Background: an optimization exercise with open tools, aiming at small area and a short achievable clock period. Do not read the settings as production practice.
Only simulation tests tie the RTL to the original design; equivalence was not proved.

==> xenon <==
// cpu
module cpu (
	input  wire logic                clk,
	input  wire logic                rst_n,
	input  wire logic                prog_we,
	input  wire logic [6-1:0] prog_addr,
	input  wire logic [31:0]         prog_data,
	output logic                     wb_valid,
	output logic [4:0]               wb_rd,
	output logic [31:0]              wb_data,
	output logic                     store_valid,
	output logic [31:0]              store_addr,
	output logic [31:0]              store_data
);
==> module cpu, before the edit <==
module cpu (
	input  wire logic                clk,
	input  wire logic                rst_n,
	input  wire logic                prog_we,
	input  wire logic [6-1:0] prog_addr,
	input  wire logic [31:0]         prog_data,
	output logic                     wb_valid,
	output logic [4:0]               wb_rd,
	output logic [31:0]              wb_data,
	output logic                     store_valid,
	output logic [31:0]              store_addr,
	output logic [31:0]              store_data
);
	logic [27:0] enc;
	always_comb begin
		enc = '0;  
		case (prog_data[31:26])
			6'h08: enc = {CL_ADDI, prog_data[25:0]};
			6'h2b: enc = {CL_SW, prog_data[25:0]};
			6'h23: enc = {CL_LW, prog_data[25:0]};
			6'h04: enc = {CL_OTHER, prog_data[25:16], prog_data[5:0], 7'd0, SO_BEQ};
			6'h02: enc = {CL_OTHER, 10'd0, prog_data[5:0], 7'd0, SO_J};
			6'h00: begin
				enc[27:6] = {CL_OTHER, prog_data[25:6]};
				case (prog_data[5:0])
					6'h22: enc[2:0] = SO_SUB;
					6'h24: enc[2:0] = SO_AND;
					6'h25: enc[2:0] = SO_OR;
					6'h2a: enc[2:0] = SO_SLT;
					6'h00: enc[2:0] = SO_SLL;
					default: enc[2:0] = SO_ADD;
				endcase
			end
			default: enc = '0;
		endcase
	end
	logic [27:0] imem [2**6];
	always_ff @(posedge clk) begin
		if (prog_we) begin
			imem[prog_addr] <= enc;
		end
	end
	logic [5:0]  pc;
	logic        d_valid;      
	logic [27:0] d_ins;
	logic [5:0]  d_pcn;
	logic        e_we;         
	logic        e_sw;
	logic        e_lw;
	logic        e_beq;
	logic        e_j;
	logic        e_add, e_sub, e_and, e_or, e_slt, e_sll;
	logic [4:0]  e_dst;
	logic [4:0]  e_shamt;
	logic [5:0]  e_tgt;
	logic [31:0] e_a;
	logic [31:0] e_b;
	logic [31:0] e_rt;
	logic        m_we;         
	logic        m_sw;
	logic        m_lw;
	logic        m_br;
	logic [5:0]  m_tgt;
	logic [4:0]  m_dst;
	logic [31:0] m_res;
	logic [31:0] m_rt;
	logic        branch_taken;
	logic        jump_taken;
	assign branch_taken = m_br;
	assign jump_taken = e_j;
	logic [5:0] pc_plus1;
	assign pc_plus1 = pc + 6'd1;
	always_ff @(posedge clk) begin
		if (!rst_n) begin
			pc <= '0;
		end else if (branch_taken) begin
			pc <= m_tgt;
		end else if (jump_taken) begin
			pc <= e_tgt;
		end else begin
			pc <= pc_plus1;
		end
	end
	always_ff @(posedge clk) begin
		d_valid <= rst_n & ~jump_taken & ~branch_taken;
		d_ins <= imem[pc];
		d_pcn <= pc_plus1;
	end
	logic [31:0] regs [1:31];
	logic [31:0] rf [32];
	logic [4:0]  rs, rt, rd;
	logic [31:0] rs_data, rt_data;
	logic [1:0]  cls;
	logic [2:0]  so;
	logic        is_other, is_r, is_addi, is_lw, is_sw, is_beq, is_j;
	logic [4:0]  dst;
	logic [31:0] imm;
	assign rs = d_ins[25:21];
	assign rt = d_ins[20:16];
	assign rd = d_ins[15:11];
	assign cls = d_ins[27:26];
	assign so = d_ins[2:0];
	assign is_other = cls == CL_OTHER;
	assign is_addi = cls == CL_ADDI;
	assign is_lw = cls == CL_LW;
	assign is_sw = cls == CL_SW;
	assign is_r = is_other && so[2:1] != 2'b11;
	assign is_beq = is_other && so == SO_BEQ;
	assign is_j = is_other && so == SO_J;
	assign dst = is_other ? rd : rt;
	assign imm = {{16{d_ins[15]}}, d_ins[15:0]};
	always_comb begin
		rf[0] = 32'd0;
		for (int i = 1; i < 32; i++) rf[i] = regs[i];
	end
	assign rs_data = rf[rs];
	assign rt_data = rf[rt];
	always_ff @(posedge clk) begin
		for (int i = 1; i < 32; i++) begin
			if (wb_valid && wb_rd == 5'(i)) regs[i] <= wb_data;
		end
	end
	logic kill_d;
	assign kill_d = ~rst_n | jump_taken | branch_taken | ~d_valid;
	always_ff @(posedge clk) begin
		e_we <= ~kill_d & (is_r | is_addi | is_lw) & (dst != 5'd0);
		e_sw <= ~kill_d & is_sw;
		e_lw <= ~kill_d & is_lw;
		e_beq <= ~kill_d & is_beq;
		e_j <= ~kill_d & is_j;
		e_add <= ~is_other | so == SO_ADD;
		e_sub <= is_other & so == SO_SUB;
		e_and <= is_other & so == SO_AND;
		e_or <= is_other & so == SO_OR;
		e_slt <= is_other & so == SO_SLT;
		e_sll <= is_other & so == SO_SLL;
		e_dst <= dst;
		e_shamt <= d_ins[10:6];
		e_tgt <= is_j ? d_ins[15:10] : d_pcn + d_ins[15:10];
		e_a <= rs_data;
		e_b <= is_other ? rt_data : imm;
		e_rt <= rt_data;
	end
	logic [31:0] sum, diff, res;
	logic        lt, eq;
	assign sum = e_a + e_b;
	assign diff = e_a - e_b;
	assign lt = (e_a[31] != e_b[31]) ? e_a[31] : diff[31];
	assign eq = e_a == e_b;
	always_comb begin
		res = ({32{e_add}} & sum)
		    | ({32{e_sub}} & diff)
		    | ({32{e_and}} & (e_a & e_b))
		    | ({32{e_or}} & (e_a | e_b))
		    | ({32{e_slt}} & {31'd0, lt})
		    | ({32{e_sll}} & (e_b << e_shamt));
	end
	logic kill_e;
	assign kill_e = ~rst_n | branch_taken;
	always_ff @(posedge clk) begin
		m_we <= ~kill_e & e_we;
		m_sw <= ~kill_e & e_sw;
		m_lw <= ~kill_e & e_lw;
		m_br <= ~kill_e & e_beq & eq;
		m_tgt <= e_tgt;
		m_dst <= e_dst;
		m_res <= res;
		m_rt <= e_rt;
	end
	logic [31:0] dmem [2**6];
	logic [6-1:0] word_addr;
	assign word_addr = m_res[6+1:2];
	always_ff @(posedge clk) begin
		if (m_sw) begin
			dmem[word_addr] <= m_rt;
		end
	end
	assign store_valid = m_sw;
	assign store_addr = m_res;
	assign store_data = m_rt;
	always_ff @(posedge clk) begin
		wb_valid <= rst_n & m_we;
		wb_rd <= m_dst;
		wb_data <= m_lw ? dmem[word_addr] : m_res;
	end
endmodule
clock: 5.2 ns
lec_check: 0
cap_margin: 20
core_margin: 2
core_utilization: 40
slew_margin: 20
run.sh (not shown) runs the stock make flow with config.mk's settings and CLKGATE_MAP_FILE= SYNTH_SCRIPT=/design/flow/synth_recipe.tcl, a recipe that flattens the netlist after the stock synthesis.
==> inputs of raven, as changes to xenon <==
--- a/flow/design.v
+++ b/flow/design.v
@@ -70,10 +70,11 @@
 	logic        e_beq;
 	logic        e_j;
-	logic        e_add, e_sub, e_and, e_or, e_slt, e_sll;
+	logic        e_arith, e_and, e_or, e_slt, e_sll;
 	logic [4:0]  e_dst;
 	logic [4:0]  e_shamt;
 	logic [5:0]  e_tgt;
-	logic [31:0] e_a;
-	logic [31:0] e_b;
+	logic [31:0] e_a;          
+	logic [31:0] e_p;          
+	logic        e_cin;
 	logic [31:0] e_rt;
 	logic        m_we;         
@@ -85,4 +86,11 @@
 	logic [31:0] m_res;
 	logic [31:0] m_rt;
+	logic [31:0] m_wd;         
+	logic [31:1] w_oh;         
+	logic [31:0] w_data;       
+	logic [7:0]  m_lo;         
+	logic [63:0] m_rsel;       
+	logic [7:0]  m_whi;        
+	logic        m_aw;         
 	logic        branch_taken;
 	logic        jump_taken;
@@ -102,12 +110,49 @@
 		end
 	end
+	logic [7:0] pc_lo, pc_hi;
+	always_ff @(posedge clk) begin
+		for (int k = 0; k < 8; k++) begin
+			if (!rst_n) begin
+				pc_lo[k] <= k == 0;
+				pc_hi[k] <= k == 0;
+			end else if (branch_taken) begin
+				pc_lo[k] <= m_tgt[2:0] == 3'(k);
+				pc_hi[k] <= m_tgt[5:3] == 3'(k);
+			end else if (jump_taken) begin
+				pc_lo[k] <= e_tgt[2:0] == 3'(k);
+				pc_hi[k] <= e_tgt[5:3] == 3'(k);
+			end else begin
+				pc_lo[k] <= pc_lo[(k + 7) % 8];
+				pc_hi[k] <= pc_lo[7] ? pc_hi[(k + 7) % 8] : pc_hi[k];
+			end
+		end
+	end
+	logic [27:0] ins;
+	always_comb begin
+		ins = '0;
+		for (int h = 0; h < 8; h++) begin
+			logic [27:0] grp;
+			grp = '0;
+			for (int l = 0; l < 8; l++) grp |= {28{pc_lo[l]}} & imem[8 * h + l];
+			ins |= {28{pc_hi[h]}} & grp;
+		end
+	end
+	logic [7:0] d_rs_lo, d_rt_lo;
+	logic [3:0] d_rs_hi, d_rt_hi;
 	always_ff @(posedge clk) begin
 		d_valid <= rst_n & ~jump_taken & ~branch_taken;
-		d_ins <= imem[pc];
+		d_ins <= ins;
 		d_pcn <= pc_plus1;
+		for (int k = 0; k < 8; k++) begin
+			d_rs_lo[k] <= ins[23:21] == 3'(k);
+			d_rt_lo[k] <= ins[18:16] == 3'(k);
+		end
+		for (int k = 0; k < 4; k++) begin
+			d_rs_hi[k] <= ins[25:24] == 2'(k);
+			d_rt_hi[k] <= ins[20:19] == 2'(k);
+		end
 	end
 	logic [31:0] regs [1:31];
-	logic [31:0] rf [32];
-	logic [4:0]  rs, rt, rd;
+	logic [4:0]  rt, rd;
 	logic [31:0] rs_data, rt_data;
 	logic [1:0]  cls;
@@ -116,5 +161,4 @@
 	logic [4:0]  dst;
 	logic [31:0] imm;
-	assign rs = d_ins[25:21];
 	assign rt = d_ins[20:16];
 	assign rd = d_ins[15:11];
@@ -131,14 +175,29 @@
 	assign imm = {{16{d_ins[15]}}, d_ins[15:0]};
 	always_comb begin
-		rf[0] = 32'd0;
-		for (int i = 1; i < 32; i++) rf[i] = regs[i];
-	end
-	assign rs_data = rf[rs];
-	assign rt_data = rf[rt];
+		rs_data = '0;
+		rt_data = '0;
+		for (int h = 0; h < 4; h++) begin
+			logic [31:0] gs, gt;
+			gs = '0;
+			gt = '0;
+			for (int l = 0; l < 8; l++) begin
+				if (8 * h + l != 0) begin
+					gs |= {32{d_rs_lo[l]}} & regs[8 * h + l];
+					gt |= {32{d_rt_lo[l]}} & regs[8 * h + l];
+				end
+			end
+			rs_data |= {32{d_rs_hi[h]}} & gs;
+			rt_data |= {32{d_rt_hi[h]}} & gt;
+		end
+	end
 	always_ff @(posedge clk) begin
 		for (int i = 1; i < 32; i++) begin
-			if (wb_valid && wb_rd == 5'(i)) regs[i] <= wb_data;
-		end
-	end
+			if (w_oh[i]) regs[i] <= w_data;
+		end
+	end
+	logic        inv;
+	logic [31:0] opb;
+	assign inv = is_other && (so == SO_SUB || so == SO_SLT);
+	assign opb = is_other ? (rt_data ^ {32{inv}}) : imm;
 	logic kill_d;
 	assign kill_d = ~rst_n | jump_taken | branch_taken | ~d_valid;
@@ -149,6 +208,5 @@
 		e_beq <= ~kill_d & is_beq;
 		e_j <= ~kill_d & is_j;
-		e_add <= ~is_other | so == SO_ADD;
-		e_sub <= is_other & so == SO_SUB;
+		e_arith <= ~is_other | so == SO_ADD | so == SO_SUB;
 		e_and <= is_other & so == SO_AND;
 		e_or <= is_other & so == SO_OR;
@@ -158,21 +216,45 @@
 		e_shamt <= d_ins[10:6];
 		e_tgt <= is_j ? d_ins[15:10] : d_pcn + d_ins[15:10];
+		e_p <= rs_data ^ opb;
 		e_a <= rs_data;
-		e_b <= is_other ? rt_data : imm;
+		e_cin <= inv;
 		e_rt <= rt_data;
 	end
-	logic [31:0] sum, diff, res;
+	logic [31:0] e_g, c, sum, res;
+	assign e_g = e_a & ~e_p;                            
 	logic        lt, eq;
-	assign sum = e_a + e_b;
-	assign diff = e_a - e_b;
-	assign lt = (e_a[31] != e_b[31]) ? e_a[31] : diff[31];
-	assign eq = e_a == e_b;
-	always_comb begin
-		res = ({32{e_add}} & sum)
-		    | ({32{e_sub}} & diff)
-		    | ({32{e_and}} & (e_a & e_b))
-		    | ({32{e_or}} & (e_a | e_b))
+	always_comb begin
+		logic [31:0] g, p, gn, pn;
+		g = e_g;
+		p = e_p;
+		g[0] = g[0] | (p[0] & e_cin);
+		for (int d = 1; d < 32; d = d * 2) begin
+			gn = g;
+			pn = p;
+			for (int i = d; i < 32; i++) begin
+				gn[i] = g[i] | (p[i] & g[i-d]);
+				pn[i] = p[i] & p[i-d];
+			end
+			g = gn;
+			p = pn;
+		end
+		c = {g[30:0], e_cin};
+	end
+	assign sum = e_p ^ c;                               
+	assign lt = e_p[31] ? ~c[31] : e_g[31];             
+	assign eq = e_p == 32'd0;                           
+	always_comb begin
+		res = ({32{e_arith}} & sum)
+		    | ({32{e_and}} & e_g)
+		    | ({32{e_or}} & (e_a | e_p))
 		    | ({32{e_slt}} & {31'd0, lt})
-		    | ({32{e_sll}} & (e_b << e_shamt));
+		    | ({32{e_sll}} & (e_rt << e_shamt));
+	end
+	logic [7:0] dlo, dhi;
+	always_comb begin
+		for (int k = 0; k < 8; k++) begin
+			dlo[k] = sum[4:2] == 3'(k);
+			dhi[k] = sum[7:5] == 3'(k);
+		end
 	end
 	logic kill_e;
@@ -187,12 +269,20 @@
 		m_res <= res;
 		m_rt <= e_rt;
+		m_wd <= e_rt & {32{e_sw}};
+		m_lo <= dlo;
+		for (int k = 0; k < 64; k++) m_rsel[k] <= dhi[k / 8] & dlo[k % 8] & e_lw;
+		m_whi <= dhi & {8{~kill_e & e_sw}};
+		m_aw <= ~kill_e & e_we & ~e_lw;
 	end
 	logic [31:0] dmem [2**6];
-	logic [6-1:0] word_addr;
-	assign word_addr = m_res[6+1:2];
-	always_ff @(posedge clk) begin
-		if (m_sw) begin
-			dmem[word_addr] <= m_rt;
-		end
+	logic [31:0] ld;
+	always_ff @(posedge clk) begin
+		for (int k = 0; k < 64; k++) begin
+			if (m_whi[k / 8] && m_lo[k % 8]) dmem[k] <= m_wd;
+		end
+	end
+	always_comb begin
+		ld = '0;
+		for (int k = 0; k < 64; k++) ld |= {32{m_rsel[k]}} & dmem[k];
 	end
 	assign store_valid = m_sw;
@@ -202,5 +292,7 @@
 		wb_valid <= rst_n & m_we;
 		wb_rd <= m_dst;
-		wb_data <= m_lw ? dmem[word_addr] : m_res;
+		wb_data <= ld | (m_res & {32{~m_lw}});
+		w_data <= ld | (m_res & {32{m_aw}});
+		for (int i = 1; i < 32; i++) w_oh[i] <= rst_n & m_we & (m_dst == 5'(i));
 	end
 endmodule
==> flow/flow/run.sh (new file) <==
#!/bin/bash
# The standard layout, with plain buffers (not delay cells) on the ports and
# the resizer free to swap a cell for one of another footprint.
set -euo pipefail
bash standard.sh MATCH_CELL_FOOTPRINT=0 \
	"BUFFER_PORTS_ARGS=-buffer_cell sky130_fd_sc_hd__buf_4" \
	finish > standard.log 2>&1
==> flow/standard.sh (new file) <==
#!/bin/bash
# synth_recipe.tcl (not shown) runs the flow's synth.tcl, then flattens the netlist and writes it again
# the make line also repeats each setting of config.mk as NAME=value (left out here)
make -C /OpenROAD-flow-scripts/flow DESIGN_CONFIG=/design/flow/config.mk WORK_HOME=/design/flow/orfs CLKGATE_MAP_FILE= SYNTH_SCRIPT=/design/flow/synth_recipe.tcl "${@:-finish}"
- ABC_CLOCK_PERIOD_IN_PS: not set -> 2500
- CORE_UTILIZATION: 40 -> 45
- CTS_CLUSTER_DIAMETER: not set -> 80
- CTS_CLUSTER_SIZE: not set -> 24
- SETUP_SLACK_MARGIN: not set -> 2.7
removed: flow/run.sh
==> inputs of quartz, as changes to xenon <==
--- a/flow/design.v
+++ b/flow/design.v
@@ -70,10 +70,11 @@
 	logic        e_beq;
 	logic        e_j;
-	logic        e_add, e_sub, e_and, e_or, e_slt, e_sll;
+	logic        e_arith, e_and, e_or, e_slt, e_sll;
 	logic [4:0]  e_dst;
 	logic [4:0]  e_shamt;
 	logic [5:0]  e_tgt;
-	logic [31:0] e_a;
-	logic [31:0] e_b;
+	logic [31:0] e_a;          
+	logic [31:0] e_p;          
+	logic        e_cin;
 	logic [31:0] e_rt;
 	logic        m_we;         
@@ -85,4 +86,5 @@
 	logic [31:0] m_res;
 	logic [31:0] m_rt;
+	logic [63:0] m_sel;        
 	logic        branch_taken;
 	logic        jump_taken;
@@ -102,12 +104,36 @@
 		end
 	end
+	logic [63:0] pc_oh;
+	always_ff @(posedge clk) begin
+		for (int k = 0; k < 64; k++) begin
+			if (!rst_n) begin
+				pc_oh[k] <= k == 0;
+			end else if (branch_taken) begin
+				pc_oh[k] <= m_tgt == 6'(k);
+			end else if (jump_taken) begin
+				pc_oh[k] <= e_tgt == 6'(k);
+			end else begin
+				pc_oh[k] <= pc_oh[(k + 63) % 64];
+			end
+		end
+	end
+	logic [27:0] ins;
+	always_comb begin
+		ins = '0;
+		for (int k = 0; k < 64; k++) ins |= {28{pc_oh[k]}} & imem[k];
+	end
+	logic [31:1] d_rs_oh;
+	logic [31:1] d_rt_oh;
 	always_ff @(posedge clk) begin
 		d_valid <= rst_n & ~jump_taken & ~branch_taken;
-		d_ins <= imem[pc];
+		d_ins <= ins;
 		d_pcn <= pc_plus1;
+		for (int i = 1; i < 32; i++) begin
+			d_rs_oh[i] <= ins[25:21] == 5'(i);
+			d_rt_oh[i] <= ins[20:16] == 5'(i);
+		end
 	end
 	logic [31:0] regs [1:31];
-	logic [31:0] rf [32];
-	logic [4:0]  rs, rt, rd;
+	logic [4:0]  rt, rd;
 	logic [31:0] rs_data, rt_data;
 	logic [1:0]  cls;
@@ -116,5 +142,4 @@
 	logic [4:0]  dst;
 	logic [31:0] imm;
-	assign rs = d_ins[25:21];
 	assign rt = d_ins[20:16];
 	assign rd = d_ins[15:11];
@@ -131,9 +156,11 @@
 	assign imm = {{16{d_ins[15]}}, d_ins[15:0]};
 	always_comb begin
-		rf[0] = 32'd0;
-		for (int i = 1; i < 32; i++) rf[i] = regs[i];
-	end
-	assign rs_data = rf[rs];
-	assign rt_data = rf[rt];
+		rs_data = '0;
+		rt_data = '0;
+		for (int i = 1; i < 32; i++) begin
+			rs_data |= {32{d_rs_oh[i]}} & regs[i];
+			rt_data |= {32{d_rt_oh[i]}} & regs[i];
+		end
+	end
 	always_ff @(posedge clk) begin
 		for (int i = 1; i < 32; i++) begin
@@ -141,4 +168,8 @@
 		end
 	end
+	logic        inv;
+	logic [31:0] opb;
+	assign inv = is_other && (so == SO_SUB || so == SO_SLT);
+	assign opb = is_other ? (rt_data ^ {32{inv}}) : imm;
 	logic kill_d;
 	assign kill_d = ~rst_n | jump_taken | branch_taken | ~d_valid;
@@ -149,6 +180,5 @@
 		e_beq <= ~kill_d & is_beq;
 		e_j <= ~kill_d & is_j;
-		e_add <= ~is_other | so == SO_ADD;
-		e_sub <= is_other & so == SO_SUB;
+		e_arith <= ~is_other | so == SO_ADD | so == SO_SUB;
 		e_and <= is_other & so == SO_AND;
 		e_or <= is_other & so == SO_OR;
@@ -158,21 +188,42 @@
 		e_shamt <= d_ins[10:6];
 		e_tgt <= is_j ? d_ins[15:10] : d_pcn + d_ins[15:10];
+		e_p <= rs_data ^ opb;
 		e_a <= rs_data;
-		e_b <= is_other ? rt_data : imm;
+		e_cin <= inv;
 		e_rt <= rt_data;
 	end
-	logic [31:0] sum, diff, res;
+	logic [31:0] e_g, c, sum, res;
+	assign e_g = e_a & ~e_p;                            
 	logic        lt, eq;
-	assign sum = e_a + e_b;
-	assign diff = e_a - e_b;
-	assign lt = (e_a[31] != e_b[31]) ? e_a[31] : diff[31];
-	assign eq = e_a == e_b;
-	always_comb begin
-		res = ({32{e_add}} & sum)
-		    | ({32{e_sub}} & diff)
-		    | ({32{e_and}} & (e_a & e_b))
-		    | ({32{e_or}} & (e_a | e_b))
+	always_comb begin
+		logic [31:0] g, p, gn, pn;
+		g = e_g;
+		p = e_p;
+		g[0] = g[0] | (p[0] & e_cin);
+		for (int d = 1; d < 32; d = d * 2) begin
+			gn = g;
+			pn = p;
+			for (int i = d; i < 32; i++) begin
+				gn[i] = g[i] | (p[i] & g[i-d]);
+				pn[i] = p[i] & p[i-d];
+			end
+			g = gn;
+			p = pn;
+		end
+		c = {g[30:0], e_cin};
+	end
+	assign sum = e_p ^ c;                               
+	assign lt = e_p[31] ? ~c[31] : e_g[31];             
+	assign eq = e_p == 32'd0;                           
+	always_comb begin
+		res = ({32{e_arith}} & sum)
+		    | ({32{e_and}} & e_g)
+		    | ({32{e_or}} & (e_a | e_p))
 		    | ({32{e_slt}} & {31'd0, lt})
-		    | ({32{e_sll}} & (e_b << e_shamt));
+		    | ({32{e_sll}} & (e_rt << e_shamt));
+	end
+	logic [63:0] dsel;
+	always_comb begin
+		for (int k = 0; k < 64; k++) dsel[k] = sum[7:2] == 6'(k);
 	end
 	logic kill_e;
@@ -187,12 +238,16 @@
 		m_res <= res;
 		m_rt <= e_rt;
+		m_sel <= dsel;
 	end
 	logic [31:0] dmem [2**6];
-	logic [6-1:0] word_addr;
-	assign word_addr = m_res[6+1:2];
-	always_ff @(posedge clk) begin
-		if (m_sw) begin
-			dmem[word_addr] <= m_rt;
-		end
+	logic [31:0] ld;
+	always_ff @(posedge clk) begin
+		for (int k = 0; k < 64; k++) begin
+			if (m_sw && m_sel[k]) dmem[k] <= m_rt;
+		end
+	end
+	always_comb begin
+		ld = '0;
+		for (int k = 0; k < 64; k++) ld |= {32{m_sel[k]}} & dmem[k];
 	end
 	assign store_valid = m_sw;
@@ -202,5 +257,5 @@
 		wb_valid <= rst_n & m_we;
 		wb_rd <= m_dst;
-		wb_data <= m_lw ? dmem[word_addr] : m_res;
+		wb_data <= m_lw ? ld : m_res;
 	end
 endmodule
- ABC_CLOCK_PERIOD_IN_PS: not set -> 2700
- CORE_UTILIZATION: 40 -> 50
- CTS_CLUSTER_DIAMETER: not set -> 80
- CTS_CLUSTER_SIZE: not set -> 24
- SETUP_SLACK_MARGIN: not set -> 2.5
==> out/metrics.yaml <==
status: "complete, no violations"
die_x_um: 705
clock_latency_ps: 1090
syn_avg_cell_area_sq_um: 18.4
nWellTaps: 6475
inverters: 124
syn_nets: 10800
powerClk_w: 0.0385
worst_hold_slack_ps: 297
design.seq.count: 5113
drive_gt1_share_pct: 19.7
start_util_pct: 40.1
powerDensity_mw_per_mm2: 419
cp_num_cells: 10
clkSlewWorstSetupHoldPaths_ps: 60
Source of the figures above: xenon

==> out/metrics.yaml <==
syn_avg_cell_area_sq_um: 17.4
status: "complete, no violations"
clock_latency_ps: 1000
syn_nets: 11200
die_x_um: 628
nWellTaps: 5197
powerClk_w: 0.0240
clkSlewWorstSetupHoldPaths_ps: 100
powerDensity_mw_per_mm2: 430
design.seq.count: 5298
cp_num_cells: 3
inverters: 41
Source of the figures above: quartz

==> out/metrics.yaml <==
status: "complete, no violations"
syn_avg_cell_area_sq_um: 17.4
powerClk_w: 0.0241
clkSlewWorstSetupHoldPaths_ps: 100
yosys.area_share.simple_pct: 3.85
inverters: 49
cp_num_cells: 9
die_x_um: 664
nWellTaps: 5734
drive_gt1_share_pct: 17.6
seqCellArea_sq_mm: 0.156
cts_tree: "yes"
powerDensity_mw_per_mm2: 388
clock_latency_ps: 1010
syn_nets: 11300
start_util_pct: 45.1
maxPowerGroup: "sequential cells"
synth_cell_types: 88
design.seq.count: 5324
Source of the figures above: raven

## port drivers added, routing unchanged
How much do the figures lean on ideal ports? The routed layouts below were timed once more, with nothing changed but the port constraints. Step 1: set_driving_cell puts a clkbuf_16 on clk and a buf_2 on each other input, an assumption about the parent block. Step 2 moves the port delays by t, midway between the first and last clock arrival at a register: inputs arrive t later, outputs are due t later. That takes back most of the time a late clock gives input paths. Three values: ideal ports, drivers, drivers and shift; two values: the first two.
run	t (ns)	setup WS [ns]	slew at the worst register clock pin (ns)
xenon	1.135	0.076 / 0.076 / 0.076	0.07 / 0.07
raven	1.099	2.439 / 2.398 / 1.523	0.10 / 0.10
quartz	1.071	2.243 / 2.217 / 1.292	0.11 / 0.11
After both steps every run listed still meets setup and hold. The setup slack of quartz, which loses most, moves by -0.026 ns with the drivers and by -0.951 ns with both steps.
